This is an optimization exercise on Yosys and OpenROAD, whose aim is small area, a short achievable clock period and few clock cycles per item, not a production implementation. Function was checked by simulation only, so behaviour that the tests miss may differ from the original.

`flow/run.sh`:
```
#!/bin/bash
# synth_recipe.tcl (not shown) runs the flow's synth.tcl, then flattens the netlist and writes it again
# the make line also repeats each setting of config.mk as NAME=value (left out here)
make -C /OpenROAD-flow-scripts/flow DESIGN_CONFIG=/design/flow/config.mk WORK_HOME=/design/flow/orfs CLKGATE_MAP_FILE= SYNTH_SCRIPT=/design/flow/synth_recipe.tcl finish
```
`flow/config.mk`:
```
export PLATFORM = sky130hd
export DESIGN_NAME = oflow_match
export DESIGN_NICKNAME = oflow_match
export VERILOG_FILES = /design/flow/design.v
export SDC_FILE = /design/flow/constraint.sdc
export NUM_CORES = 4
export LEC_CHECK = 0
export CAP_MARGIN = 20
export CORE_MARGIN = 2
export CORE_UTILIZATION = 40
export SLEW_MARGIN = 20
```
`flow/constraint.sdc`:
```
create_clock -name core_clock -period 9.0 [get_ports {clk}]
set_input_delay 1.8000 -clock core_clock [delete_from_list [all_inputs] [get_ports {clk}]]
set_output_delay 1.8000 -clock core_clock [all_outputs]
set_load 0.01 [all_outputs]
```
`flow/design.v`:
```
module oflow_match (
	input  logic        clk,
	input  logic        reset_N,
	input  logic        start,
	input  logic        hist_we,
	input  logic [1:0]  hist_addr,
	input  logic [9:0]  hist_x_tl,
	input  logic [9:0]  hist_y_tl,
	input  logic [9:0]  hist_x_br,
	input  logic [9:0]  hist_y_br,
	input  logic [9:0]  cur_x_tl,
	input  logic [9:0]  cur_y_tl,
	input  logic [9:0]  cur_x_br,
	input  logic [9:0]  cur_y_br,
	output logic        done,
	output logic        busy,
	output logic [1:0]  best_idx,
	output logic [15:0] best_cost,
	output logic        no_match
);
	logic [39:0] hist_q [4];
	logic [3:0]  hval_q;
	always_ff @(posedge clk) begin
		if (hist_we)
			hist_q[hist_addr] <= {hist_x_tl, hist_y_tl, hist_x_br, hist_y_br};
	end
	always_ff @(posedge clk or posedge reset_N) begin
		if (reset_N)
			hval_q <= 4'b0;
		else if (hist_we)
			hval_q[hist_addr] <= 1'b1;
	end
	logic       go;
	logic [3:1] ov;            
	logic [3:1] rem_q;         
	logic [1:0] sel_q;         
	logic [3:1] rem_n;
	logic       ent;           
	assign go = start && !busy;
	always_comb begin
		for (int i = 1; i < 4; i++)
			ov[i] = hval_q[i] &&
			        (cur_x_br > hist_q[i][39:30]) && (hist_q[i][19:10] > cur_x_tl) &&
			        (cur_y_br > hist_q[i][29:20]) && (hist_q[i][9:0]   > cur_y_tl);
	end
	assign ent   = go || (busy && rem_q != 3'b000);
	assign rem_n = go ? ov : (rem_q & (rem_q - 3'd1) & 3'b111);
	always_ff @(posedge clk or posedge reset_N) begin
		if (reset_N) begin
			rem_q <= 3'b000;
			sel_q <= 2'd0;
		end else if (go || busy) begin
			rem_q <= rem_n;
			sel_q <= rem_n[1] ? 2'd1 : rem_n[2] ? 2'd2 : rem_n[3] ? 2'd3 : 2'd0;
		end
	end
	logic [39:0] hb;
	assign hb = hval_q[sel_q] ? hist_q[sel_q] : 40'd0;
	function automatic logic [9:0] span(input logic [9:0] tl, input logic [9:0] br);
		span = (br > tl) ? (br - tl) : 10'd0;
	endfunction
	function automatic logic sgn3(input logic [7:0] a, input logic [7:0] b, input logic [7:0] k);
		logic [7:0] s;
		s = a + b + k;
		sgn3 = s[7];
	endfunction
	function automatic logic [1:0] qsel(input logic [4:0] a, input logic [4:0] b, input logic [4:0] m);
		logic [3:0] s, c, y;
		s = a[4:1] ^ b[4:1] ^ m[4:1];
		c = (a[3:0] & b[3:0]) | (a[3:0] & m[3:0]) | (b[3:0] & m[3:0]);
		y = s + c;
		qsel = {!y[3], y[3] && (y != 4'hf)};
	endfunction
	logic [9:0] p0_iw, p0_ih, p0_bw, p0_bh, p0_aw, p0_ah;
	always_comb begin
		p0_iw = span((cur_x_tl > hb[39:30]) ? cur_x_tl : hb[39:30], (cur_x_br < hb[19:10]) ? cur_x_br : hb[19:10]);
		p0_ih = span((cur_y_tl > hb[29:20]) ? cur_y_tl : hb[29:20], (cur_y_br < hb[9:0])   ? cur_y_br : hb[9:0]);
		p0_bw = span(hb[39:30], hb[19:10]);
		p0_bh = span(hb[29:20], hb[9:0]);
		p0_aw = span(cur_x_tl, cur_x_br);
		p0_ah = span(cur_y_tl, cur_y_br);
	end
	logic [0:0] r1_v;
	logic [1:0] r1_ix;
	logic [9:0] r1_iw;
	logic [9:0] r1_ih;
	logic [9:0] r1_bw;
	logic [9:0] r1_bh;
	logic [9:0] r1_aw;
	logic [9:0] r1_ah;
	always_ff @(posedge clk) begin
		r1_ix <= sel_q;
		r1_iw <= p0_iw;
		r1_ih <= p0_ih;
		r1_bw <= p0_bw;
		r1_bh <= p0_bh;
		r1_aw <= p0_aw;
		r1_ah <= p0_ah;
	end
	always_ff @(posedge clk or posedge reset_N) begin
		if (reset_N) r1_v <= 1'b0;
		else r1_v <= ent;
	end
	logic [19:0] p1_it, p1_ab, p1_aa;
	assign p1_it = 20'(r1_iw) * r1_ih;
	assign p1_ab = 20'(r1_bw) * r1_bh;
	assign p1_aa = 20'(r1_aw) * r1_ah;
	logic [20:0] p1_u, p1_us, p1_uc, p1_un, p1_a1, p1_b1, p1_mj;
	assign p1_a1 = {1'b0, p1_aa};
	assign p1_b1 = {1'b0, p1_ab};
	assign p1_un = ~{1'b0, p1_it};
	assign p1_us = p1_a1 ^ p1_b1 ^ p1_un;
	assign p1_mj = (p1_a1 & p1_b1) | (p1_a1 & p1_un) | (p1_b1 & p1_un);
	assign p1_uc = {p1_mj[19:0], 1'b1};
	assign p1_u  = p1_us + p1_uc;
	logic [0:0] r2_v;
	logic [1:0] r2_ix;
	logic [19:0] r2_it;
	logic [20:0] r2_u;
	always_ff @(posedge clk) begin
		r2_ix <= r1_ix;
		r2_it <= p1_it;
		r2_u <= p1_u;
	end
	always_ff @(posedge clk or posedge reset_N) begin
		if (reset_N) r2_v <= 1'b0;
		else r2_v <= r1_v;
	end
	logic [20:0] p2_u0, p2_u1, p2_u2, p2_u3, p2_u4;
	logic [20:0] p2_x0, p2_x1, p2_x2, p2_x3, p2_x4, p2_xx;
	logic [19:0] p2_dd;
	logic        p2_z;
	assign p2_z  = (r2_u == 21'd0);
	assign {p2_u0, p2_x0} = (r2_u[20:5] == 16'd0)   ? {r2_u << 16, 21'(r2_it) << 16} : {r2_u, 21'(r2_it)};
	assign {p2_u1, p2_x1} = (p2_u0[20:13] == 8'd0)  ? {p2_u0 << 8, p2_x0 << 8} : {p2_u0, p2_x0};
	assign {p2_u2, p2_x2} = (p2_u1[20:17] == 4'd0)  ? {p2_u1 << 4, p2_x1 << 4} : {p2_u1, p2_x1};
	assign {p2_u3, p2_x3} = (p2_u2[20:19] == 2'd0)  ? {p2_u2 << 2, p2_x2 << 2} : {p2_u2, p2_x2};
	assign {p2_u4, p2_x4} = (p2_u3[20] == 1'b0)     ? {p2_u3 << 1, p2_x3 << 1} : {p2_u3, p2_x3};
	assign p2_dd = p2_u4[19:0];
	assign p2_xx = p2_x4;
	logic [24:0] p2_r0_vs0, p2_r0_vc0;
	assign p2_r0_vs0 = {4'b0000, p2_xx};    
	assign p2_r0_vc0 = 25'd0;
	logic [7:0]  p2_r0_k2, p2_r0_k1, p2_r0_k0, p2_r0_km;
	logic        p2_r0_g2, p2_r0_g1, p2_r0_g0, p2_r0_gm;
	logic        p2_r0_p2, p2_r0_p1, p2_r0_n1, p2_r0_n2;
	logic [24:0] p2_r0_d1, p2_r0_d2, p2_r0_a, p2_r0_b, p2_r0_m, p2_r0_c, p2_r0_vs, p2_r0_vc;
	always_comb begin
		case (p2_dd[19:17])
			3'd0: {p2_r0_k2, p2_r0_k1, p2_r0_k0, p2_r0_km} = {-8'sd12, -8'sd4, 8'sd5, 8'sd13};
			3'd1: {p2_r0_k2, p2_r0_k1, p2_r0_k0, p2_r0_km} = {-8'sd14, -8'sd4, 8'sd5, 8'sd15};
			3'd2: {p2_r0_k2, p2_r0_k1, p2_r0_k0, p2_r0_km} = {-8'sd15, -8'sd5, 8'sd6, 8'sd16};
			3'd3: {p2_r0_k2, p2_r0_k1, p2_r0_k0, p2_r0_km} = {-8'sd17, -8'sd5, 8'sd6, 8'sd18};
			3'd4: {p2_r0_k2, p2_r0_k1, p2_r0_k0, p2_r0_km} = {-8'sd18, -8'sd6, 8'sd7, 8'sd19};
			3'd5: {p2_r0_k2, p2_r0_k1, p2_r0_k0, p2_r0_km} = {-8'sd20, -8'sd6, 8'sd7, 8'sd21};
			3'd6: {p2_r0_k2, p2_r0_k1, p2_r0_k0, p2_r0_km} = {-8'sd21, -8'sd7, 8'sd8, 8'sd22};
			default: {p2_r0_k2, p2_r0_k1, p2_r0_k0, p2_r0_km} = {-8'sd23, -8'sd7, 8'sd8, 8'sd24};
		endcase
	end
	assign p2_r0_g2 = !sgn3(p2_r0_vs0[24:17], p2_r0_vc0[24:17], p2_r0_k2);
	assign p2_r0_g1 = !sgn3(p2_r0_vs0[24:17], p2_r0_vc0[24:17], p2_r0_k1);
	assign p2_r0_g0 = !sgn3(p2_r0_vs0[24:17], p2_r0_vc0[24:17], p2_r0_k0);
	assign p2_r0_gm = !sgn3(p2_r0_vs0[24:17], p2_r0_vc0[24:17], p2_r0_km);
	assign p2_r0_p2 = p2_r0_g2;
	assign p2_r0_p1 = p2_r0_g1 && !p2_r0_g2;
	assign p2_r0_n1 = p2_r0_gm && !p2_r0_g0;
	assign p2_r0_n2 = !p2_r0_gm;
	assign p2_r0_d1 = {3'b001, p2_dd, 2'b00};
	assign p2_r0_d2 = {2'b01, p2_dd, 3'b000};
	assign p2_r0_a  = {p2_r0_vs0[22:0], 2'b00};
	assign p2_r0_b  = {p2_r0_vc0[22:0], 2'b00};
	assign p2_r0_m  = ({25{p2_r0_p2}} & ~p2_r0_d2) | ({25{p2_r0_p1}} & ~p2_r0_d1) | ({25{p2_r0_n1}} & p2_r0_d1) | ({25{p2_r0_n2}} & p2_r0_d2);
	assign p2_r0_vs = p2_r0_a ^ p2_r0_b ^ p2_r0_m;
	assign p2_r0_c  = (p2_r0_a & p2_r0_b) | (p2_r0_a & p2_r0_m) | (p2_r0_b & p2_r0_m);
	assign p2_r0_vc = {p2_r0_c[23:0], p2_r0_p2 | p2_r0_p1};
	logic [1:0] p2_r0_lq, p2_r0_lm;
	assign p2_r0_lq = p2_r0_p2 ? 2'd2 : p2_r0_p1 ? 2'd1 : p2_r0_n1 ? 2'd3 : p2_r0_n2 ? 2'd2 : 2'd0;
	assign p2_r0_lm = p2_r0_p2 ? 2'd1 : p2_r0_p1 ? 2'd0 : p2_r0_n1 ? 2'd2 : p2_r0_n2 ? 2'd1 : 2'd3;
	logic [1:0] p2_r0_qp, p2_r0_qn;
	assign p2_r0_qp = p2_r0_lq;
	assign p2_r0_qn = p2_r0_lm;
	logic [0:0] r3_v;
	logic [1:0] r3_ix;
	logic [19:0] r3_dd;
	logic [0:0] r3_z;
	logic [24:0] r3_vs;
	logic [24:0] r3_vc;
	logic [1:0] r3_qp;
	logic [1:0] r3_qn;
	always_ff @(posedge clk) begin
		r3_ix <= r2_ix;
		r3_dd <= p2_dd;
		r3_z <= p2_z;
		r3_vs <= p2_r0_vs;
		r3_vc <= p2_r0_vc;
		r3_qp <= p2_r0_qp;
		r3_qn <= p2_r0_qn;
	end
	always_ff @(posedge clk or posedge reset_N) begin
		if (reset_N) r3_v <= 1'b0;
		else r3_v <= r2_v;
	end
	logic [7:0]  p3_r1_k2, p3_r1_k1, p3_r1_k0, p3_r1_km;
	logic        p3_r1_g2, p3_r1_g1, p3_r1_g0, p3_r1_gm;
	logic        p3_r1_p2, p3_r1_p1, p3_r1_n1, p3_r1_n2;
	logic [24:0] p3_r1_d1, p3_r1_d2, p3_r1_a, p3_r1_b, p3_r1_m, p3_r1_c, p3_r1_vs, p3_r1_vc;
	always_comb begin
		case (r3_dd[19:17])
			3'd0: {p3_r1_k2, p3_r1_k1, p3_r1_k0, p3_r1_km} = {-8'sd12, -8'sd4, 8'sd5, 8'sd13};
			3'd1: {p3_r1_k2, p3_r1_k1, p3_r1_k0, p3_r1_km} = {-8'sd14, -8'sd4, 8'sd5, 8'sd15};
			3'd2: {p3_r1_k2, p3_r1_k1, p3_r1_k0, p3_r1_km} = {-8'sd15, -8'sd5, 8'sd6, 8'sd16};
			3'd3: {p3_r1_k2, p3_r1_k1, p3_r1_k0, p3_r1_km} = {-8'sd17, -8'sd5, 8'sd6, 8'sd18};
			3'd4: {p3_r1_k2, p3_r1_k1, p3_r1_k0, p3_r1_km} = {-8'sd18, -8'sd6, 8'sd7, 8'sd19};
			3'd5: {p3_r1_k2, p3_r1_k1, p3_r1_k0, p3_r1_km} = {-8'sd20, -8'sd6, 8'sd7, 8'sd21};
			3'd6: {p3_r1_k2, p3_r1_k1, p3_r1_k0, p3_r1_km} = {-8'sd21, -8'sd7, 8'sd8, 8'sd22};
			default: {p3_r1_k2, p3_r1_k1, p3_r1_k0, p3_r1_km} = {-8'sd23, -8'sd7, 8'sd8, 8'sd24};
		endcase
	end
	assign p3_r1_g2 = !sgn3(r3_vs[24:17], r3_vc[24:17], p3_r1_k2);
	assign p3_r1_g1 = !sgn3(r3_vs[24:17], r3_vc[24:17], p3_r1_k1);
	assign p3_r1_g0 = !sgn3(r3_vs[24:17], r3_vc[24:17], p3_r1_k0);
	assign p3_r1_gm = !sgn3(r3_vs[24:17], r3_vc[24:17], p3_r1_km);
	assign p3_r1_p2 = p3_r1_g2;
	assign p3_r1_p1 = p3_r1_g1 && !p3_r1_g2;
	assign p3_r1_n1 = p3_r1_gm && !p3_r1_g0;
	assign p3_r1_n2 = !p3_r1_gm;
	assign p3_r1_d1 = {3'b001, r3_dd, 2'b00};
	assign p3_r1_d2 = {2'b01, r3_dd, 3'b000};
	assign p3_r1_a  = {r3_vs[22:0], 2'b00};
	assign p3_r1_b  = {r3_vc[22:0], 2'b00};
	assign p3_r1_m  = ({25{p3_r1_p2}} & ~p3_r1_d2) | ({25{p3_r1_p1}} & ~p3_r1_d1) | ({25{p3_r1_n1}} & p3_r1_d1) | ({25{p3_r1_n2}} & p3_r1_d2);
	assign p3_r1_vs = p3_r1_a ^ p3_r1_b ^ p3_r1_m;
	assign p3_r1_c  = (p3_r1_a & p3_r1_b) | (p3_r1_a & p3_r1_m) | (p3_r1_b & p3_r1_m);
	assign p3_r1_vc = {p3_r1_c[23:0], p3_r1_p2 | p3_r1_p1};
	logic [1:0] p3_r1_lq, p3_r1_lm;
	assign p3_r1_lq = p3_r1_p2 ? 2'd2 : p3_r1_p1 ? 2'd1 : p3_r1_n1 ? 2'd3 : p3_r1_n2 ? 2'd2 : 2'd0;
	assign p3_r1_lm = p3_r1_p2 ? 2'd1 : p3_r1_p1 ? 2'd0 : p3_r1_n1 ? 2'd2 : p3_r1_n2 ? 2'd1 : 2'd3;
	logic [3:0] p3_r1_qp, p3_r1_qn;
	assign p3_r1_qp = {(p3_r1_n1 || p3_r1_n2) ? r3_qn : r3_qp, p3_r1_lq};
	assign p3_r1_qn = {(p3_r1_p1 || p3_r1_p2) ? r3_qp : r3_qn, p3_r1_lm};
	logic [7:0]  p3_r2_k2, p3_r2_k1, p3_r2_k0, p3_r2_km;
	logic        p3_r2_g2, p3_r2_g1, p3_r2_g0, p3_r2_gm;
	logic        p3_r2_p2, p3_r2_p1, p3_r2_n1, p3_r2_n2;
	logic [24:0] p3_r2_d1, p3_r2_d2, p3_r2_a, p3_r2_b, p3_r2_m, p3_r2_c, p3_r2_vs, p3_r2_vc;
	always_comb begin
		case (r3_dd[19:17])
			3'd0: {p3_r2_k2, p3_r2_k1, p3_r2_k0, p3_r2_km} = {-8'sd12, -8'sd4, 8'sd5, 8'sd13};
			3'd1: {p3_r2_k2, p3_r2_k1, p3_r2_k0, p3_r2_km} = {-8'sd14, -8'sd4, 8'sd5, 8'sd15};
			3'd2: {p3_r2_k2, p3_r2_k1, p3_r2_k0, p3_r2_km} = {-8'sd15, -8'sd5, 8'sd6, 8'sd16};
			3'd3: {p3_r2_k2, p3_r2_k1, p3_r2_k0, p3_r2_km} = {-8'sd17, -8'sd5, 8'sd6, 8'sd18};
			3'd4: {p3_r2_k2, p3_r2_k1, p3_r2_k0, p3_r2_km} = {-8'sd18, -8'sd6, 8'sd7, 8'sd19};
			3'd5: {p3_r2_k2, p3_r2_k1, p3_r2_k0, p3_r2_km} = {-8'sd20, -8'sd6, 8'sd7, 8'sd21};
			3'd6: {p3_r2_k2, p3_r2_k1, p3_r2_k0, p3_r2_km} = {-8'sd21, -8'sd7, 8'sd8, 8'sd22};
			default: {p3_r2_k2, p3_r2_k1, p3_r2_k0, p3_r2_km} = {-8'sd23, -8'sd7, 8'sd8, 8'sd24};
		endcase
	end
	assign p3_r2_g2 = !sgn3(p3_r1_vs[24:17], p3_r1_vc[24:17], p3_r2_k2);
	assign p3_r2_g1 = !sgn3(p3_r1_vs[24:17], p3_r1_vc[24:17], p3_r2_k1);
	assign p3_r2_g0 = !sgn3(p3_r1_vs[24:17], p3_r1_vc[24:17], p3_r2_k0);
	assign p3_r2_gm = !sgn3(p3_r1_vs[24:17], p3_r1_vc[24:17], p3_r2_km);
	assign p3_r2_p2 = p3_r2_g2;
	assign p3_r2_p1 = p3_r2_g1 && !p3_r2_g2;
	assign p3_r2_n1 = p3_r2_gm && !p3_r2_g0;
	assign p3_r2_n2 = !p3_r2_gm;
	assign p3_r2_d1 = {3'b001, r3_dd, 2'b00};
	assign p3_r2_d2 = {2'b01, r3_dd, 3'b000};
	assign p3_r2_a  = {p3_r1_vs[22:0], 2'b00};
	assign p3_r2_b  = {p3_r1_vc[22:0], 2'b00};
	assign p3_r2_m  = ({25{p3_r2_p2}} & ~p3_r2_d2) | ({25{p3_r2_p1}} & ~p3_r2_d1) | ({25{p3_r2_n1}} & p3_r2_d1) | ({25{p3_r2_n2}} & p3_r2_d2);
	assign p3_r2_vs = p3_r2_a ^ p3_r2_b ^ p3_r2_m;
	assign p3_r2_c  = (p3_r2_a & p3_r2_b) | (p3_r2_a & p3_r2_m) | (p3_r2_b & p3_r2_m);
	assign p3_r2_vc = {p3_r2_c[23:0], p3_r2_p2 | p3_r2_p1};
	logic [1:0] p3_r2_lq, p3_r2_lm;
	assign p3_r2_lq = p3_r2_p2 ? 2'd2 : p3_r2_p1 ? 2'd1 : p3_r2_n1 ? 2'd3 : p3_r2_n2 ? 2'd2 : 2'd0;
	assign p3_r2_lm = p3_r2_p2 ? 2'd1 : p3_r2_p1 ? 2'd0 : p3_r2_n1 ? 2'd2 : p3_r2_n2 ? 2'd1 : 2'd3;
	logic [5:0] p3_r2_qp, p3_r2_qn;
	assign p3_r2_qp = {(p3_r2_n1 || p3_r2_n2) ? p3_r1_qn : p3_r1_qp, p3_r2_lq};
	assign p3_r2_qn = {(p3_r2_p1 || p3_r2_p2) ? p3_r1_qp : p3_r1_qn, p3_r2_lm};
	logic [0:0] r4_v;
	logic [1:0] r4_ix;
	logic [19:0] r4_dd;
	logic [0:0] r4_z;
	logic [24:0] r4_vs;
	logic [24:0] r4_vc;
	logic [5:0] r4_qp;
	logic [5:0] r4_qn;
	always_ff @(posedge clk) begin
		r4_ix <= r3_ix;
		r4_dd <= r3_dd;
		r4_z <= r3_z;
		r4_vs <= p3_r2_vs;
		r4_vc <= p3_r2_vc;
		r4_qp <= p3_r2_qp;
		r4_qn <= p3_r2_qn;
	end
	always_ff @(posedge clk or posedge reset_N) begin
		if (reset_N) r4_v <= 1'b0;
		else r4_v <= r3_v;
	end
	logic [7:0]  p4_r3_k2, p4_r3_k1, p4_r3_k0, p4_r3_km;
	logic        p4_r3_g2, p4_r3_g1, p4_r3_g0, p4_r3_gm;
	logic        p4_r3_p2, p4_r3_p1, p4_r3_n1, p4_r3_n2;
	logic [24:0] p4_r3_d1, p4_r3_d2, p4_r3_a, p4_r3_b, p4_r3_m, p4_r3_c, p4_r3_vs, p4_r3_vc;
	always_comb begin
		case (r4_dd[19:17])
			3'd0: {p4_r3_k2, p4_r3_k1, p4_r3_k0, p4_r3_km} = {-8'sd12, -8'sd4, 8'sd5, 8'sd13};
			3'd1: {p4_r3_k2, p4_r3_k1, p4_r3_k0, p4_r3_km} = {-8'sd14, -8'sd4, 8'sd5, 8'sd15};
			3'd2: {p4_r3_k2, p4_r3_k1, p4_r3_k0, p4_r3_km} = {-8'sd15, -8'sd5, 8'sd6, 8'sd16};
			3'd3: {p4_r3_k2, p4_r3_k1, p4_r3_k0, p4_r3_km} = {-8'sd17, -8'sd5, 8'sd6, 8'sd18};
			3'd4: {p4_r3_k2, p4_r3_k1, p4_r3_k0, p4_r3_km} = {-8'sd18, -8'sd6, 8'sd7, 8'sd19};
			3'd5: {p4_r3_k2, p4_r3_k1, p4_r3_k0, p4_r3_km} = {-8'sd20, -8'sd6, 8'sd7, 8'sd21};
			3'd6: {p4_r3_k2, p4_r3_k1, p4_r3_k0, p4_r3_km} = {-8'sd21, -8'sd7, 8'sd8, 8'sd22};
			default: {p4_r3_k2, p4_r3_k1, p4_r3_k0, p4_r3_km} = {-8'sd23, -8'sd7, 8'sd8, 8'sd24};
		endcase
	end
	assign p4_r3_g2 = !sgn3(r4_vs[24:17], r4_vc[24:17], p4_r3_k2);
	assign p4_r3_g1 = !sgn3(r4_vs[24:17], r4_vc[24:17], p4_r3_k1);
	assign p4_r3_g0 = !sgn3(r4_vs[24:17], r4_vc[24:17], p4_r3_k0);
	assign p4_r3_gm = !sgn3(r4_vs[24:17], r4_vc[24:17], p4_r3_km);
	assign p4_r3_p2 = p4_r3_g2;
	assign p4_r3_p1 = p4_r3_g1 && !p4_r3_g2;
	assign p4_r3_n1 = p4_r3_gm && !p4_r3_g0;
	assign p4_r3_n2 = !p4_r3_gm;
	assign p4_r3_d1 = {3'b001, r4_dd, 2'b00};
	assign p4_r3_d2 = {2'b01, r4_dd, 3'b000};
	assign p4_r3_a  = {r4_vs[22:0], 2'b00};
	assign p4_r3_b  = {r4_vc[22:0], 2'b00};
	assign p4_r3_m  = ({25{p4_r3_p2}} & ~p4_r3_d2) | ({25{p4_r3_p1}} & ~p4_r3_d1) | ({25{p4_r3_n1}} & p4_r3_d1) | ({25{p4_r3_n2}} & p4_r3_d2);
	assign p4_r3_vs = p4_r3_a ^ p4_r3_b ^ p4_r3_m;
	assign p4_r3_c  = (p4_r3_a & p4_r3_b) | (p4_r3_a & p4_r3_m) | (p4_r3_b & p4_r3_m);
	assign p4_r3_vc = {p4_r3_c[23:0], p4_r3_p2 | p4_r3_p1};
	logic [1:0] p4_r3_lq, p4_r3_lm;
	assign p4_r3_lq = p4_r3_p2 ? 2'd2 : p4_r3_p1 ? 2'd1 : p4_r3_n1 ? 2'd3 : p4_r3_n2 ? 2'd2 : 2'd0;
	assign p4_r3_lm = p4_r3_p2 ? 2'd1 : p4_r3_p1 ? 2'd0 : p4_r3_n1 ? 2'd2 : p4_r3_n2 ? 2'd1 : 2'd3;
	logic [7:0] p4_r3_qp, p4_r3_qn;
	assign p4_r3_qp = {(p4_r3_n1 || p4_r3_n2) ? r4_qn : r4_qp, p4_r3_lq};
	assign p4_r3_qn = {(p4_r3_p1 || p4_r3_p2) ? r4_qp : r4_qn, p4_r3_lm};
	logic [7:0]  p4_r4_k2, p4_r4_k1, p4_r4_k0, p4_r4_km;
	logic        p4_r4_g2, p4_r4_g1, p4_r4_g0, p4_r4_gm;
	logic        p4_r4_p2, p4_r4_p1, p4_r4_n1, p4_r4_n2;
	logic [24:0] p4_r4_d1, p4_r4_d2, p4_r4_a, p4_r4_b, p4_r4_m, p4_r4_c, p4_r4_vs, p4_r4_vc;
	always_comb begin
		case (r4_dd[19:17])
			3'd0: {p4_r4_k2, p4_r4_k1, p4_r4_k0, p4_r4_km} = {-8'sd12, -8'sd4, 8'sd5, 8'sd13};
			3'd1: {p4_r4_k2, p4_r4_k1, p4_r4_k0, p4_r4_km} = {-8'sd14, -8'sd4, 8'sd5, 8'sd15};
			3'd2: {p4_r4_k2, p4_r4_k1, p4_r4_k0, p4_r4_km} = {-8'sd15, -8'sd5, 8'sd6, 8'sd16};
			3'd3: {p4_r4_k2, p4_r4_k1, p4_r4_k0, p4_r4_km} = {-8'sd17, -8'sd5, 8'sd6, 8'sd18};
			3'd4: {p4_r4_k2, p4_r4_k1, p4_r4_k0, p4_r4_km} = {-8'sd18, -8'sd6, 8'sd7, 8'sd19};
			3'd5: {p4_r4_k2, p4_r4_k1, p4_r4_k0, p4_r4_km} = {-8'sd20, -8'sd6, 8'sd7, 8'sd21};
			3'd6: {p4_r4_k2, p4_r4_k1, p4_r4_k0, p4_r4_km} = {-8'sd21, -8'sd7, 8'sd8, 8'sd22};
			default: {p4_r4_k2, p4_r4_k1, p4_r4_k0, p4_r4_km} = {-8'sd23, -8'sd7, 8'sd8, 8'sd24};
		endcase
	end
	assign p4_r4_g2 = !sgn3(p4_r3_vs[24:17], p4_r3_vc[24:17], p4_r4_k2);
	assign p4_r4_g1 = !sgn3(p4_r3_vs[24:17], p4_r3_vc[24:17], p4_r4_k1);
	assign p4_r4_g0 = !sgn3(p4_r3_vs[24:17], p4_r3_vc[24:17], p4_r4_k0);
	assign p4_r4_gm = !sgn3(p4_r3_vs[24:17], p4_r3_vc[24:17], p4_r4_km);
	assign p4_r4_p2 = p4_r4_g2;
	assign p4_r4_p1 = p4_r4_g1 && !p4_r4_g2;
	assign p4_r4_n1 = p4_r4_gm && !p4_r4_g0;
	assign p4_r4_n2 = !p4_r4_gm;
	assign p4_r4_d1 = {3'b001, r4_dd, 2'b00};
	assign p4_r4_d2 = {2'b01, r4_dd, 3'b000};
	assign p4_r4_a  = {p4_r3_vs[22:0], 2'b00};
	assign p4_r4_b  = {p4_r3_vc[22:0], 2'b00};
	assign p4_r4_m  = ({25{p4_r4_p2}} & ~p4_r4_d2) | ({25{p4_r4_p1}} & ~p4_r4_d1) | ({25{p4_r4_n1}} & p4_r4_d1) | ({25{p4_r4_n2}} & p4_r4_d2);
	assign p4_r4_vs = p4_r4_a ^ p4_r4_b ^ p4_r4_m;
	assign p4_r4_c  = (p4_r4_a & p4_r4_b) | (p4_r4_a & p4_r4_m) | (p4_r4_b & p4_r4_m);
	assign p4_r4_vc = {p4_r4_c[23:0], p4_r4_p2 | p4_r4_p1};
	logic [1:0] p4_r4_lq, p4_r4_lm;
	assign p4_r4_lq = p4_r4_p2 ? 2'd2 : p4_r4_p1 ? 2'd1 : p4_r4_n1 ? 2'd3 : p4_r4_n2 ? 2'd2 : 2'd0;
	assign p4_r4_lm = p4_r4_p2 ? 2'd1 : p4_r4_p1 ? 2'd0 : p4_r4_n1 ? 2'd2 : p4_r4_n2 ? 2'd1 : 2'd3;
	logic [9:0] p4_r4_qp, p4_r4_qn;
	assign p4_r4_qp = {(p4_r4_n1 || p4_r4_n2) ? p4_r3_qn : p4_r3_qp, p4_r4_lq};
	assign p4_r4_qn = {(p4_r4_p1 || p4_r4_p2) ? p4_r3_qp : p4_r3_qn, p4_r4_lm};
	logic [0:0] r5_v;
	logic [1:0] r5_ix;
	logic [19:0] r5_dd;
	logic [0:0] r5_z;
	logic [24:0] r5_vs;
	logic [24:0] r5_vc;
	logic [9:0] r5_qp;
	logic [9:0] r5_qn;
	always_ff @(posedge clk) begin
		r5_ix <= r4_ix;
		r5_dd <= r4_dd;
		r5_z <= r4_z;
		r5_vs <= p4_r4_vs;
		r5_vc <= p4_r4_vc;
		r5_qp <= p4_r4_qp;
		r5_qn <= p4_r4_qn;
	end
	always_ff @(posedge clk or posedge reset_N) begin
		if (reset_N) r5_v <= 1'b0;
		else r5_v <= r4_v;
	end
	logic [7:0]  p5_r5_k2, p5_r5_k1, p5_r5_k0, p5_r5_km;
	logic        p5_r5_g2, p5_r5_g1, p5_r5_g0, p5_r5_gm;
	logic        p5_r5_p2, p5_r5_p1, p5_r5_n1, p5_r5_n2;
	logic [24:0] p5_r5_d1, p5_r5_d2, p5_r5_a, p5_r5_b, p5_r5_m, p5_r5_c, p5_r5_vs, p5_r5_vc;
	always_comb begin
		case (r5_dd[19:17])
			3'd0: {p5_r5_k2, p5_r5_k1, p5_r5_k0, p5_r5_km} = {-8'sd12, -8'sd4, 8'sd5, 8'sd13};
			3'd1: {p5_r5_k2, p5_r5_k1, p5_r5_k0, p5_r5_km} = {-8'sd14, -8'sd4, 8'sd5, 8'sd15};
			3'd2: {p5_r5_k2, p5_r5_k1, p5_r5_k0, p5_r5_km} = {-8'sd15, -8'sd5, 8'sd6, 8'sd16};
			3'd3: {p5_r5_k2, p5_r5_k1, p5_r5_k0, p5_r5_km} = {-8'sd17, -8'sd5, 8'sd6, 8'sd18};
			3'd4: {p5_r5_k2, p5_r5_k1, p5_r5_k0, p5_r5_km} = {-8'sd18, -8'sd6, 8'sd7, 8'sd19};
			3'd5: {p5_r5_k2, p5_r5_k1, p5_r5_k0, p5_r5_km} = {-8'sd20, -8'sd6, 8'sd7, 8'sd21};
			3'd6: {p5_r5_k2, p5_r5_k1, p5_r5_k0, p5_r5_km} = {-8'sd21, -8'sd7, 8'sd8, 8'sd22};
			default: {p5_r5_k2, p5_r5_k1, p5_r5_k0, p5_r5_km} = {-8'sd23, -8'sd7, 8'sd8, 8'sd24};
		endcase
	end
	assign p5_r5_g2 = !sgn3(r5_vs[24:17], r5_vc[24:17], p5_r5_k2);
	assign p5_r5_g1 = !sgn3(r5_vs[24:17], r5_vc[24:17], p5_r5_k1);
	assign p5_r5_g0 = !sgn3(r5_vs[24:17], r5_vc[24:17], p5_r5_k0);
	assign p5_r5_gm = !sgn3(r5_vs[24:17], r5_vc[24:17], p5_r5_km);
	assign p5_r5_p2 = p5_r5_g2;
	assign p5_r5_p1 = p5_r5_g1 && !p5_r5_g2;
	assign p5_r5_n1 = p5_r5_gm && !p5_r5_g0;
	assign p5_r5_n2 = !p5_r5_gm;
	assign p5_r5_d1 = {3'b001, r5_dd, 2'b00};
	assign p5_r5_d2 = {2'b01, r5_dd, 3'b000};
	assign p5_r5_a  = {r5_vs[22:0], 2'b00};
	assign p5_r5_b  = {r5_vc[22:0], 2'b00};
	assign p5_r5_m  = ({25{p5_r5_p2}} & ~p5_r5_d2) | ({25{p5_r5_p1}} & ~p5_r5_d1) | ({25{p5_r5_n1}} & p5_r5_d1) | ({25{p5_r5_n2}} & p5_r5_d2);
	assign p5_r5_vs = p5_r5_a ^ p5_r5_b ^ p5_r5_m;
	assign p5_r5_c  = (p5_r5_a & p5_r5_b) | (p5_r5_a & p5_r5_m) | (p5_r5_b & p5_r5_m);
	assign p5_r5_vc = {p5_r5_c[23:0], p5_r5_p2 | p5_r5_p1};
	logic [1:0] p5_r5_lq, p5_r5_lm;
	assign p5_r5_lq = p5_r5_p2 ? 2'd2 : p5_r5_p1 ? 2'd1 : p5_r5_n1 ? 2'd3 : p5_r5_n2 ? 2'd2 : 2'd0;
	assign p5_r5_lm = p5_r5_p2 ? 2'd1 : p5_r5_p1 ? 2'd0 : p5_r5_n1 ? 2'd2 : p5_r5_n2 ? 2'd1 : 2'd3;
	logic [11:0] p5_r5_qp, p5_r5_qn;
	assign p5_r5_qp = {(p5_r5_n1 || p5_r5_n2) ? r5_qn : r5_qp, p5_r5_lq};
	assign p5_r5_qn = {(p5_r5_p1 || p5_r5_p2) ? r5_qp : r5_qn, p5_r5_lm};
	logic [7:0]  p5_r6_k2, p5_r6_k1, p5_r6_k0, p5_r6_km;
	logic        p5_r6_g2, p5_r6_g1, p5_r6_g0, p5_r6_gm;
	logic        p5_r6_p2, p5_r6_p1, p5_r6_n1, p5_r6_n2;
	logic [24:0] p5_r6_d1, p5_r6_d2, p5_r6_a, p5_r6_b, p5_r6_m, p5_r6_c, p5_r6_vs, p5_r6_vc;
	always_comb begin
		case (r5_dd[19:17])
			3'd0: {p5_r6_k2, p5_r6_k1, p5_r6_k0, p5_r6_km} = {-8'sd12, -8'sd4, 8'sd5, 8'sd13};
			3'd1: {p5_r6_k2, p5_r6_k1, p5_r6_k0, p5_r6_km} = {-8'sd14, -8'sd4, 8'sd5, 8'sd15};
			3'd2: {p5_r6_k2, p5_r6_k1, p5_r6_k0, p5_r6_km} = {-8'sd15, -8'sd5, 8'sd6, 8'sd16};
			3'd3: {p5_r6_k2, p5_r6_k1, p5_r6_k0, p5_r6_km} = {-8'sd17, -8'sd5, 8'sd6, 8'sd18};
			3'd4: {p5_r6_k2, p5_r6_k1, p5_r6_k0, p5_r6_km} = {-8'sd18, -8'sd6, 8'sd7, 8'sd19};
			3'd5: {p5_r6_k2, p5_r6_k1, p5_r6_k0, p5_r6_km} = {-8'sd20, -8'sd6, 8'sd7, 8'sd21};
			3'd6: {p5_r6_k2, p5_r6_k1, p5_r6_k0, p5_r6_km} = {-8'sd21, -8'sd7, 8'sd8, 8'sd22};
			default: {p5_r6_k2, p5_r6_k1, p5_r6_k0, p5_r6_km} = {-8'sd23, -8'sd7, 8'sd8, 8'sd24};
		endcase
	end
	assign p5_r6_g2 = !sgn3(p5_r5_vs[24:17], p5_r5_vc[24:17], p5_r6_k2);
	assign p5_r6_g1 = !sgn3(p5_r5_vs[24:17], p5_r5_vc[24:17], p5_r6_k1);
	assign p5_r6_g0 = !sgn3(p5_r5_vs[24:17], p5_r5_vc[24:17], p5_r6_k0);
	assign p5_r6_gm = !sgn3(p5_r5_vs[24:17], p5_r5_vc[24:17], p5_r6_km);
	assign p5_r6_p2 = p5_r6_g2;
	assign p5_r6_p1 = p5_r6_g1 && !p5_r6_g2;
	assign p5_r6_n1 = p5_r6_gm && !p5_r6_g0;
	assign p5_r6_n2 = !p5_r6_gm;
	assign p5_r6_d1 = {3'b001, r5_dd, 2'b00};
	assign p5_r6_d2 = {2'b01, r5_dd, 3'b000};
	assign p5_r6_a  = {p5_r5_vs[22:0], 2'b00};
	assign p5_r6_b  = {p5_r5_vc[22:0], 2'b00};
	assign p5_r6_m  = ({25{p5_r6_p2}} & ~p5_r6_d2) | ({25{p5_r6_p1}} & ~p5_r6_d1) | ({25{p5_r6_n1}} & p5_r6_d1) | ({25{p5_r6_n2}} & p5_r6_d2);
	assign p5_r6_vs = p5_r6_a ^ p5_r6_b ^ p5_r6_m;
	assign p5_r6_c  = (p5_r6_a & p5_r6_b) | (p5_r6_a & p5_r6_m) | (p5_r6_b & p5_r6_m);
	assign p5_r6_vc = {p5_r6_c[23:0], p5_r6_p2 | p5_r6_p1};
	logic [1:0] p5_r6_lq, p5_r6_lm;
	assign p5_r6_lq = p5_r6_p2 ? 2'd2 : p5_r6_p1 ? 2'd1 : p5_r6_n1 ? 2'd3 : p5_r6_n2 ? 2'd2 : 2'd0;
	assign p5_r6_lm = p5_r6_p2 ? 2'd1 : p5_r6_p1 ? 2'd0 : p5_r6_n1 ? 2'd2 : p5_r6_n2 ? 2'd1 : 2'd3;
	logic [13:0] p5_r6_qp, p5_r6_qn;
	assign p5_r6_qp = {(p5_r6_n1 || p5_r6_n2) ? p5_r5_qn : p5_r5_qp, p5_r6_lq};
	assign p5_r6_qn = {(p5_r6_p1 || p5_r6_p2) ? p5_r5_qp : p5_r5_qn, p5_r6_lm};
	logic [0:0] r6_v;
	logic [1:0] r6_ix;
	logic [19:0] r6_dd;
	logic [0:0] r6_z;
	logic [24:0] r6_vs;
	logic [24:0] r6_vc;
	logic [13:0] r6_qp;
	logic [13:0] r6_qn;
	always_ff @(posedge clk) begin
		r6_ix <= r5_ix;
		r6_dd <= r5_dd;
		r6_z <= r5_z;
		r6_vs <= p5_r6_vs;
		r6_vc <= p5_r6_vc;
		r6_qp <= p5_r6_qp;
		r6_qn <= p5_r6_qn;
	end
	always_ff @(posedge clk or posedge reset_N) begin
		if (reset_N) r6_v <= 1'b0;
		else r6_v <= r5_v;
	end
	logic [7:0]  p6_r7_k2, p6_r7_k1, p6_r7_k0, p6_r7_km;
	logic        p6_r7_g2, p6_r7_g1, p6_r7_g0, p6_r7_gm;
	logic        p6_r7_p2, p6_r7_p1, p6_r7_n1, p6_r7_n2;
	logic [24:0] p6_r7_d1, p6_r7_d2, p6_r7_a, p6_r7_b, p6_r7_m, p6_r7_c, p6_r7_vs, p6_r7_vc;
	always_comb begin
		case (r6_dd[19:17])
			3'd0: {p6_r7_k2, p6_r7_k1, p6_r7_k0, p6_r7_km} = {-8'sd12, -8'sd4, 8'sd5, 8'sd13};
			3'd1: {p6_r7_k2, p6_r7_k1, p6_r7_k0, p6_r7_km} = {-8'sd14, -8'sd4, 8'sd5, 8'sd15};
			3'd2: {p6_r7_k2, p6_r7_k1, p6_r7_k0, p6_r7_km} = {-8'sd15, -8'sd5, 8'sd6, 8'sd16};
			3'd3: {p6_r7_k2, p6_r7_k1, p6_r7_k0, p6_r7_km} = {-8'sd17, -8'sd5, 8'sd6, 8'sd18};
			3'd4: {p6_r7_k2, p6_r7_k1, p6_r7_k0, p6_r7_km} = {-8'sd18, -8'sd6, 8'sd7, 8'sd19};
			3'd5: {p6_r7_k2, p6_r7_k1, p6_r7_k0, p6_r7_km} = {-8'sd20, -8'sd6, 8'sd7, 8'sd21};
			3'd6: {p6_r7_k2, p6_r7_k1, p6_r7_k0, p6_r7_km} = {-8'sd21, -8'sd7, 8'sd8, 8'sd22};
			default: {p6_r7_k2, p6_r7_k1, p6_r7_k0, p6_r7_km} = {-8'sd23, -8'sd7, 8'sd8, 8'sd24};
		endcase
	end
	assign p6_r7_g2 = !sgn3(r6_vs[24:17], r6_vc[24:17], p6_r7_k2);
	assign p6_r7_g1 = !sgn3(r6_vs[24:17], r6_vc[24:17], p6_r7_k1);
	assign p6_r7_g0 = !sgn3(r6_vs[24:17], r6_vc[24:17], p6_r7_k0);
	assign p6_r7_gm = !sgn3(r6_vs[24:17], r6_vc[24:17], p6_r7_km);
	assign p6_r7_p2 = p6_r7_g2;
	assign p6_r7_p1 = p6_r7_g1 && !p6_r7_g2;
	assign p6_r7_n1 = p6_r7_gm && !p6_r7_g0;
	assign p6_r7_n2 = !p6_r7_gm;
	assign p6_r7_d1 = {3'b001, r6_dd, 2'b00};
	assign p6_r7_d2 = {2'b01, r6_dd, 3'b000};
	assign p6_r7_a  = {r6_vs[22:0], 2'b00};
	assign p6_r7_b  = {r6_vc[22:0], 2'b00};
	assign p6_r7_m  = ({25{p6_r7_p2}} & ~p6_r7_d2) | ({25{p6_r7_p1}} & ~p6_r7_d1) | ({25{p6_r7_n1}} & p6_r7_d1) | ({25{p6_r7_n2}} & p6_r7_d2);
	assign p6_r7_vs = p6_r7_a ^ p6_r7_b ^ p6_r7_m;
	assign p6_r7_c  = (p6_r7_a & p6_r7_b) | (p6_r7_a & p6_r7_m) | (p6_r7_b & p6_r7_m);
	assign p6_r7_vc = {p6_r7_c[23:0], p6_r7_p2 | p6_r7_p1};
	logic [1:0] p6_r7_lq, p6_r7_lm;
	assign p6_r7_lq = p6_r7_p2 ? 2'd2 : p6_r7_p1 ? 2'd1 : p6_r7_n1 ? 2'd3 : p6_r7_n2 ? 2'd2 : 2'd0;
	assign p6_r7_lm = p6_r7_p2 ? 2'd1 : p6_r7_p1 ? 2'd0 : p6_r7_n1 ? 2'd2 : p6_r7_n2 ? 2'd1 : 2'd3;
	logic [15:0] p6_r7_qp, p6_r7_qn;
	assign p6_r7_qp = {(p6_r7_n1 || p6_r7_n2) ? r6_qn : r6_qp, p6_r7_lq};
	assign p6_r7_qn = {(p6_r7_p1 || p6_r7_p2) ? r6_qp : r6_qn, p6_r7_lm};
	logic [7:0]  p6_r8_k2, p6_r8_k1, p6_r8_k0, p6_r8_km;
	logic        p6_r8_g2, p6_r8_g1, p6_r8_g0, p6_r8_gm;
	logic        p6_r8_p2, p6_r8_p1, p6_r8_n1, p6_r8_n2;
	logic [24:0] p6_r8_d1, p6_r8_d2, p6_r8_a, p6_r8_b, p6_r8_m, p6_r8_c, p6_r8_vs, p6_r8_vc;
	always_comb begin
		case (r6_dd[19:17])
			3'd0: {p6_r8_k2, p6_r8_k1, p6_r8_k0, p6_r8_km} = {-8'sd12, -8'sd4, 8'sd5, 8'sd13};
			3'd1: {p6_r8_k2, p6_r8_k1, p6_r8_k0, p6_r8_km} = {-8'sd14, -8'sd4, 8'sd5, 8'sd15};
			3'd2: {p6_r8_k2, p6_r8_k1, p6_r8_k0, p6_r8_km} = {-8'sd15, -8'sd5, 8'sd6, 8'sd16};
			3'd3: {p6_r8_k2, p6_r8_k1, p6_r8_k0, p6_r8_km} = {-8'sd17, -8'sd5, 8'sd6, 8'sd18};
			3'd4: {p6_r8_k2, p6_r8_k1, p6_r8_k0, p6_r8_km} = {-8'sd18, -8'sd6, 8'sd7, 8'sd19};
			3'd5: {p6_r8_k2, p6_r8_k1, p6_r8_k0, p6_r8_km} = {-8'sd20, -8'sd6, 8'sd7, 8'sd21};
			3'd6: {p6_r8_k2, p6_r8_k1, p6_r8_k0, p6_r8_km} = {-8'sd21, -8'sd7, 8'sd8, 8'sd22};
			default: {p6_r8_k2, p6_r8_k1, p6_r8_k0, p6_r8_km} = {-8'sd23, -8'sd7, 8'sd8, 8'sd24};
		endcase
	end
	assign p6_r8_g2 = !sgn3(p6_r7_vs[24:17], p6_r7_vc[24:17], p6_r8_k2);
	assign p6_r8_g1 = !sgn3(p6_r7_vs[24:17], p6_r7_vc[24:17], p6_r8_k1);
	assign p6_r8_g0 = !sgn3(p6_r7_vs[24:17], p6_r7_vc[24:17], p6_r8_k0);
	assign p6_r8_gm = !sgn3(p6_r7_vs[24:17], p6_r7_vc[24:17], p6_r8_km);
	assign p6_r8_p2 = p6_r8_g2;
	assign p6_r8_p1 = p6_r8_g1 && !p6_r8_g2;
	assign p6_r8_n1 = p6_r8_gm && !p6_r8_g0;
	assign p6_r8_n2 = !p6_r8_gm;
	assign p6_r8_d1 = {3'b001, r6_dd, 2'b00};
	assign p6_r8_d2 = {2'b01, r6_dd, 3'b000};
	assign p6_r8_a  = {p6_r7_vs[22:0], 2'b00};
	assign p6_r8_b  = {p6_r7_vc[22:0], 2'b00};
	assign p6_r8_m  = ({25{p6_r8_p2}} & ~p6_r8_d2) | ({25{p6_r8_p1}} & ~p6_r8_d1) | ({25{p6_r8_n1}} & p6_r8_d1) | ({25{p6_r8_n2}} & p6_r8_d2);
	assign p6_r8_vs = p6_r8_a ^ p6_r8_b ^ p6_r8_m;
	assign p6_r8_c  = (p6_r8_a & p6_r8_b) | (p6_r8_a & p6_r8_m) | (p6_r8_b & p6_r8_m);
	assign p6_r8_vc = {p6_r8_c[23:0], p6_r8_p2 | p6_r8_p1};
	logic [1:0] p6_r8_lq, p6_r8_lm;
	assign p6_r8_lq = p6_r8_p2 ? 2'd2 : p6_r8_p1 ? 2'd1 : p6_r8_n1 ? 2'd3 : p6_r8_n2 ? 2'd2 : 2'd0;
	assign p6_r8_lm = p6_r8_p2 ? 2'd1 : p6_r8_p1 ? 2'd0 : p6_r8_n1 ? 2'd2 : p6_r8_n2 ? 2'd1 : 2'd3;
	logic [17:0] p6_r8_qp, p6_r8_qn;
	assign p6_r8_qp = {(p6_r8_n1 || p6_r8_n2) ? p6_r7_qn : p6_r7_qp, p6_r8_lq};
	assign p6_r8_qn = {(p6_r8_p1 || p6_r8_p2) ? p6_r7_qp : p6_r7_qn, p6_r8_lm};
	logic [0:0] r7_v;
	logic [1:0] r7_ix;
	logic [19:0] r7_dd;
	logic [0:0] r7_z;
	logic [24:0] r7_vs;
	logic [24:0] r7_vc;
	logic [17:0] r7_qp;
	logic [17:0] r7_qn;
	always_ff @(posedge clk) begin
		r7_ix <= r6_ix;
		r7_dd <= r6_dd;
		r7_z <= r6_z;
		r7_vs <= p6_r8_vs;
		r7_vc <= p6_r8_vc;
		r7_qp <= p6_r8_qp;
		r7_qn <= p6_r8_qn;
	end
	always_ff @(posedge clk or posedge reset_N) begin
		if (reset_N) r7_v <= 1'b0;
		else r7_v <= r6_v;
	end
	logic [24:0] p7_vsum;
	logic [17:0] p7_r;
	logic [15:0] p7_cost;
	assign p7_vsum = r7_vs + r7_vc;
	assign p7_r    = p7_vsum[24] ? r7_qn : r7_qp;    
	assign p7_cost = r7_z ? 16'hffff : (p7_r[16] ? 16'h0000 : ~p7_r[15:0]);
	logic        last;
	logic [15:0] lc_q;
	logic [1:0]  li_q;
	logic [15:0] bc_q;
	logic [1:0]  bi_q;
	logic [15:0] lcost;
	logic [1:0]  lidx;
	logic        take_l;
	assign last = !(r1_v || r2_v || r3_v || r4_v || r5_v || r6_v);
	assign done = busy && r7_v && last;
	always_ff @(posedge clk or posedge reset_N) begin
		if (reset_N) begin
			busy <= 1'b0;
			lc_q <= 16'hffff;
			li_q <= 2'd0;
			bc_q <= 16'hffff;
			bi_q <= 2'd0;
		end else if (go) begin
			busy <= 1'b1;
			bc_q <= 16'hffff;
			bi_q <= 2'd0;
		end else if (busy) begin
			if (done) begin
				busy <= 1'b0;
				lc_q <= p7_cost;
				li_q <= r7_ix;
			end else if (r7_v && p7_cost < bc_q) begin
				bc_q <= p7_cost;
				bi_q <= r7_ix;
			end
		end
	end
	assign lcost     = busy ? p7_cost : lc_q;
	assign lidx      = busy ? r7_ix : li_q;
	assign take_l    = (lcost < bc_q);
	assign best_cost = take_l ? lcost : bc_q;
	assign best_idx  = take_l ? lidx : bi_q;
	assign no_match  = (best_cost > 16'he000);
endmodule
```
==> results.txt <==
==> per-layer routing <==
| metal | GRT usage | share of wire | wire, um |
|---|---|---|---|
| met1 | 0.270 | 0.43 | 64900 |
| met2 | 0.363 | 0.50 | 74300 |
| met3 | 0.0266 | 0.042 | 6310 |
| met4 | 0.0592 | 0.027 | 4000 |
| met5 | 0 | 0.000087 | 13 |
==> cell families (layout without fill, tap and decap cells) <==
group                      Yosys count  count (layout)
and+or+nand+nor                   1589            1589
AOI/OAI and AO/OA                 1246            1246
adders and majority gates         1006            1006
buffers and inverters              835             884
DFF                                731             731
muxes                              253             253
xor gates and xnor gates           235             235
==> cell usage in the layout, fill, tap and decap left out, types with 32 or more instances in the layout <==
cell / synthesis / final
sky130_fd_sc_hd__mux2_2: 112 / 112
sky130_fd_sc_hd__mux2i_1: 96 / 96
sky130_fd_sc_hd__clkdlybuf4s50_1: 0 / 106
sky130_fd_sc_hd__nand2b_1: 51 / 51
sky130_fd_sc_hd__buf_4: 2 / 75
sky130_fd_sc_hd__o21a_1: 45 / 45
sky130_fd_sc_hd__o21ai_0: 298 / 297
sky130_fd_sc_hd__a31oi_1: 34 / 34
sky130_fd_sc_hd__o211ai_1: 127 / 127
sky130_fd_sc_hd__clkbuf_16: 0 / 82
sky130_fd_sc_hd__fa_1: 373 / 373
sky130_fd_sc_hd__xnor2_1: 174 / 170
sky130_fd_sc_hd__nand2_1: 605 / 605
sky130_fd_sc_hd__nor3_1: 69 / 69
sky130_fd_sc_hd__xor2_1: 56 / 54
sky130_fd_sc_hd__edfxtp_1: 160 / 160
sky130_fd_sc_hd__inv_1: 554 / 553
sky130_fd_sc_hd__nor2_1: 348 / 346
sky130_fd_sc_hd__and2_1: 181 / 181
sky130_fd_sc_hd__a21o_1: 144 / 144
sky130_fd_sc_hd__dfxtp_1: 518 / 518
sky130_fd_sc_hd__dfstp_2: 32 / 32
sky130_fd_sc_hd__a211oi_1: 42 / 41
sky130_fd_sc_hd__a21oi_1: 284 / 282
sky130_fd_sc_hd__nand4_1: 57 / 57
sky130_fd_sc_hd__nor2b_1: 95 / 95
sky130_fd_sc_hd__nand3_1: 59 / 59
sky130_fd_sc_hd__mux4_2: 41 / 41
sky130_fd_sc_hd__ha_1: 631 / 631
==> registers in the layout, summed over array words and instances, names as in the netlist, 21 cells and up <==
signal,flops
hist_q,160
r2_u,21
r3_vc,21
r3_vs,23
r4_vc,22
r4_vs,24
r5_vc,22
r5_vs,24
r6_vc,22
r6_vs,24
r7_vc,22
r7_vs,24
==> layout make-up <==
cell class / instances / area [um2]
multi-input cells: 4329 / 36500
well taps: 1876 / 2350
clock inverters: 39 / 518
clock buffers: 108 / 2280
fillers: 13200 / 77500
flip-flops and latches: 731 / 16500
repair buffers: 182 / 1630
inverters: 555 / 2080
==> per-stage QoR <==
stage                     utilization  hold WS, ps
after floorplan                     -          310
after global placement          0.424          310
after detailed placement        0.424          312
after CTS                       0.444          326
after global routing            0.444          329
final                           0.444          324
==> timing repair <==
item | CTS | global route
setup endpoints to repair | 0 | 10
endpoints found under the hold margin | 0 | 0
resized for setup | 0 | 2
==> final timing paths <==
path | end | depth (start not counted)
worst max-delay path | best_idx[0] | 24
worst min-delay path | r2_ix[0]$_DFF_P_ | 0
worst max register to register | r7_vs[7]$_DFF_P_ | 30
worst min register to register | r2_ix[0]$_DFF_P_ | 0
max in group asynchronous | sel_q[1]$_DFFE_PP0P_ | 3
min in group asynchronous | bi_q[1]$_DFFE_PP0P_ | 3
==> critical path, delay by kind of cell (launching register included) <==
family	cells	cell delay (ps)
AO/OA/AOI/OAI	13	2840
adder cells (fa/ha/maj)	2	600
buffers and inverters	3	1030
flip-flops	1	310
AND/OR/NAND/NOR	6	1290
==> results.txt <==
- Of the post-synthesis cell area, the dominant cell type holds 0.185.
- At the end of routability-driven placement, the weighted congestion stood at 0.907.
- At the placement stage, the worst setup path has a slack of 813 ps.
- The async set-reset flop share out of synthesis is 0.0725.
- The setup check on the worst reg-to-reg path leaves a slack of 730 ps.
- The worst hold path startpoint is r1_ix[0]$_DFF_P_.
- The clock arrives with 39.5 ps of skew.
- The floorplan has 137 rows.
- Counting every sink on the clock net gives 731.
- The number of placed instances, taps included, is 7671.
- For this run, the number of Yosys warnings is 1.
- The pin slew with the least headroom to its limit is 1140 ps.
- In this run, synthesis produced a sequential element count of 731.
- The slowest stage of the critical path belongs to the cell sky130_fd_sc_hd__clkdlybuf4s50_1.
- The worst setup path is captured at an output pin.
- The standard cell area after detailed placement is 59100 um2.
- Synthesis produced a netlist with a net count of 6985.
- In this run the deepest clock path goes through 3 buffers.
- The final layout contains routed wiring with a total length of 150000 um.
- The clock tree synthesis step divided the H-tree into 3 levels.
- The data arrival at the endpoint of the critical path is 6790 ps.
- The distinct cell type count after synthesis is 98.
- The post-synthesis compound-gate area fraction is 0.145.
- The flow ran to the end and the layout has no timing, DRC or antenna violations.
- Yosys attributes the largest share of cell area to sky130_fd_sc_hd__dfxtp_1, sky130_fd_sc_hd__ha_1, sky130_fd_sc_hd__fa_1.
- Input and output buffers added on the ports amount to 106.
- The number of global-route vias before repair was 41900.
- Traced cell by cell, the critical path runs through ha_1 > a21o_1 > a21o_1 > a211oi_1 > a21oi_1 > o21ai_1 > a21oi_2 > or4_1 > and4_1 > nor2_1 > ha_1 > a21o_1 > a21o_1 > a21oi_1 > nor2_1 > a211oi_1 > o21ai_0 > nor3_1 > o2bb2ai_2 > buf_4 > buf_4 > nor2_1 > a21oi_1 > clkdlybuf4s50_1.
- The adder-cell share of the synthesized area is 0.274.
- The number of top-level design ports is 107.
- By instance count, the cell type seen most on the critical path is sky130_fd_sc_hd__a21o_1.
- The initial antenna violation count is 1.
- The synthesized area is 56100 um2.
- The relative slew slack is 0.230.
- Of the cells placed in the final design, the portion with a size suffix greater than 1 is 0.0819.
- The main combinational cell family by area after synthesis is adder cells.
- The share of the clock period used by the worst path is 0.955.
- Tracing the worst setup path back leads to its startpoint at r7_vs[9]$_DFF_P_.
- After the first detailed-routing iteration, the DRC count stood at 2704.
- The hold violation total from the final report is 0.
- The XOR/XNOR share of the synthesized area is 0.0378.
- The final critical-path required period is 8590 ps.
- The total global routing overflow is 0.
- The number of setup buffers added after CTS is 0.
- The number of vias per cell is 5.36.
- In this run the mean area of a mapped cell was 9.52 um2.
- Entering global routing, the biggest net connects 54 pins.
- TritonCTS built the clock tree.
- The critical register-to-register path startpoint is r6_dd[19]$_DFF_P_.
- The total via count after detailed routing is 41900.
- The total global-route track usage is 0.209.
- The insertion delay to the later sink of the worst-skew pair is 700 ps.
- Along the worst path, the maximum fanout reaches 15.
- The estimated wirelength of the detail-placed design is 117000 um.
- The final cell area excluding filler cells is 61900 um2.
- The CTS buffer count is 80.
- The share of the Yosys chip area taken by registers is 0.295.
- Sorting the synthesized cells by how often they occur yields sky130_fd_sc_hd__ha_1, sky130_fd_sc_hd__nand2_1, sky130_fd_sc_hd__inv_1, sky130_fd_sc_hd__dfxtp_1, sky130_fd_sc_hd__fa_1.
- The largest single stage delay on the critical path is 580 ps.
- The average wire length per cell after detail routing is 19.1 um.
- The cell sitting at the root of the clock tree is a sky130_fd_sc_hd__clkbuf_16.
- STA puts the critical path data required time at 7200 ps.
- The worst setup path is of the flip-flop to output pin kind.
- The floorplan step set the die height to 379 um.
- The count of maximum capacitance violations is 0.
- The most repeated cell in the gate-level netlist after synthesis is sky130_fd_sc_hd__ha_1.
- The number of flops mapped to enable cells by yosys is 160.
- In this run, post-CTS hold repair placed 0 buffers.
- The clock transition at the registers of the reported paths is 60 ps.
- The DRC violation count after routing is 0.
- Setup repair after global routing left no endpoint under its margin.
- Excluding fillers, the count of instances in the completed layout stands at 7820.
- The number of pins with negative max-slew slack in the final report was 0.
- For this configuration, the core starts out at a cell density of 0.403.
- In this run the horizontal extent of the chip is 379 um.
- Of the total synthesized cell area, the portion taken by AND, OR, NAND and NOR gates is 0.134.
- The number of instances in the synthesized netlist is 5895.
- At the end of the flow, the number of nets in the layout was 6969.
- The die covers 143000 um2.
- The worst path meets setup with 406 ps of slack.
- Setup total negative slack on the finished layout was measured at 0 ps.
- The maximum frequency from static timing analysis is 116 MHz.
- The core area is 139000 um2.
- The biggest area contributor in the post-synthesis netlist is sky130_fd_sc_hd__dfxtp_1.
- Measured against the total synthesized area, the mux share comes to 0.0569.
- The number of antenna diodes is 0.
- Setup violations remaining at the end of the flow were counted as 0.
- The area growth from synthesis to layout is 10.3%.
- The first-pass GRT wire length is 236000 um.
- The first detailed-routing pass took 6 iterations.
- The path class of the tightest hold or removal check is flip-flop to flip-flop.
- The type of origin of the critical path is a flip-flop.
- The remaining number of nets flagged by the antenna check after routing is 0.
- The leading register cell type out of synthesis is sky130_fd_sc_hd__dfxtp_1.
Testbench counts, summed over its fixed seeds: cycles 4,950, runs 512.

## afterwards: timing with drivers on the ports
How much do the figures lean on ideal ports? The routed layout below was timed once more, with nothing changed but the port constraints. Step 1, drivers: a clkbuf_16 drives clk and a buf_2 each remaining input, both assumed. Step 2 moves the port delays by t, midway between the first and last clock arrival at a register: inputs arrive t later, outputs are due t later. That takes back most of the time a late clock gives input paths. a / b / c = ideal / step 1 / step 2; a / b = the first two.
t (ns): 0.748
setup slack, ns: 0.406 / 0.335 / 0.731
hold slack, ns: 0.324 / 0.324 / 0.324
worst register clock-pin slew, ns: 0.07 / 0.07
pins driven straight from the clock port: 1
After both steps this run still meets setup and hold. The setup slack of this run moves by -0.071 ns with the drivers and by +0.325 ns with both steps.
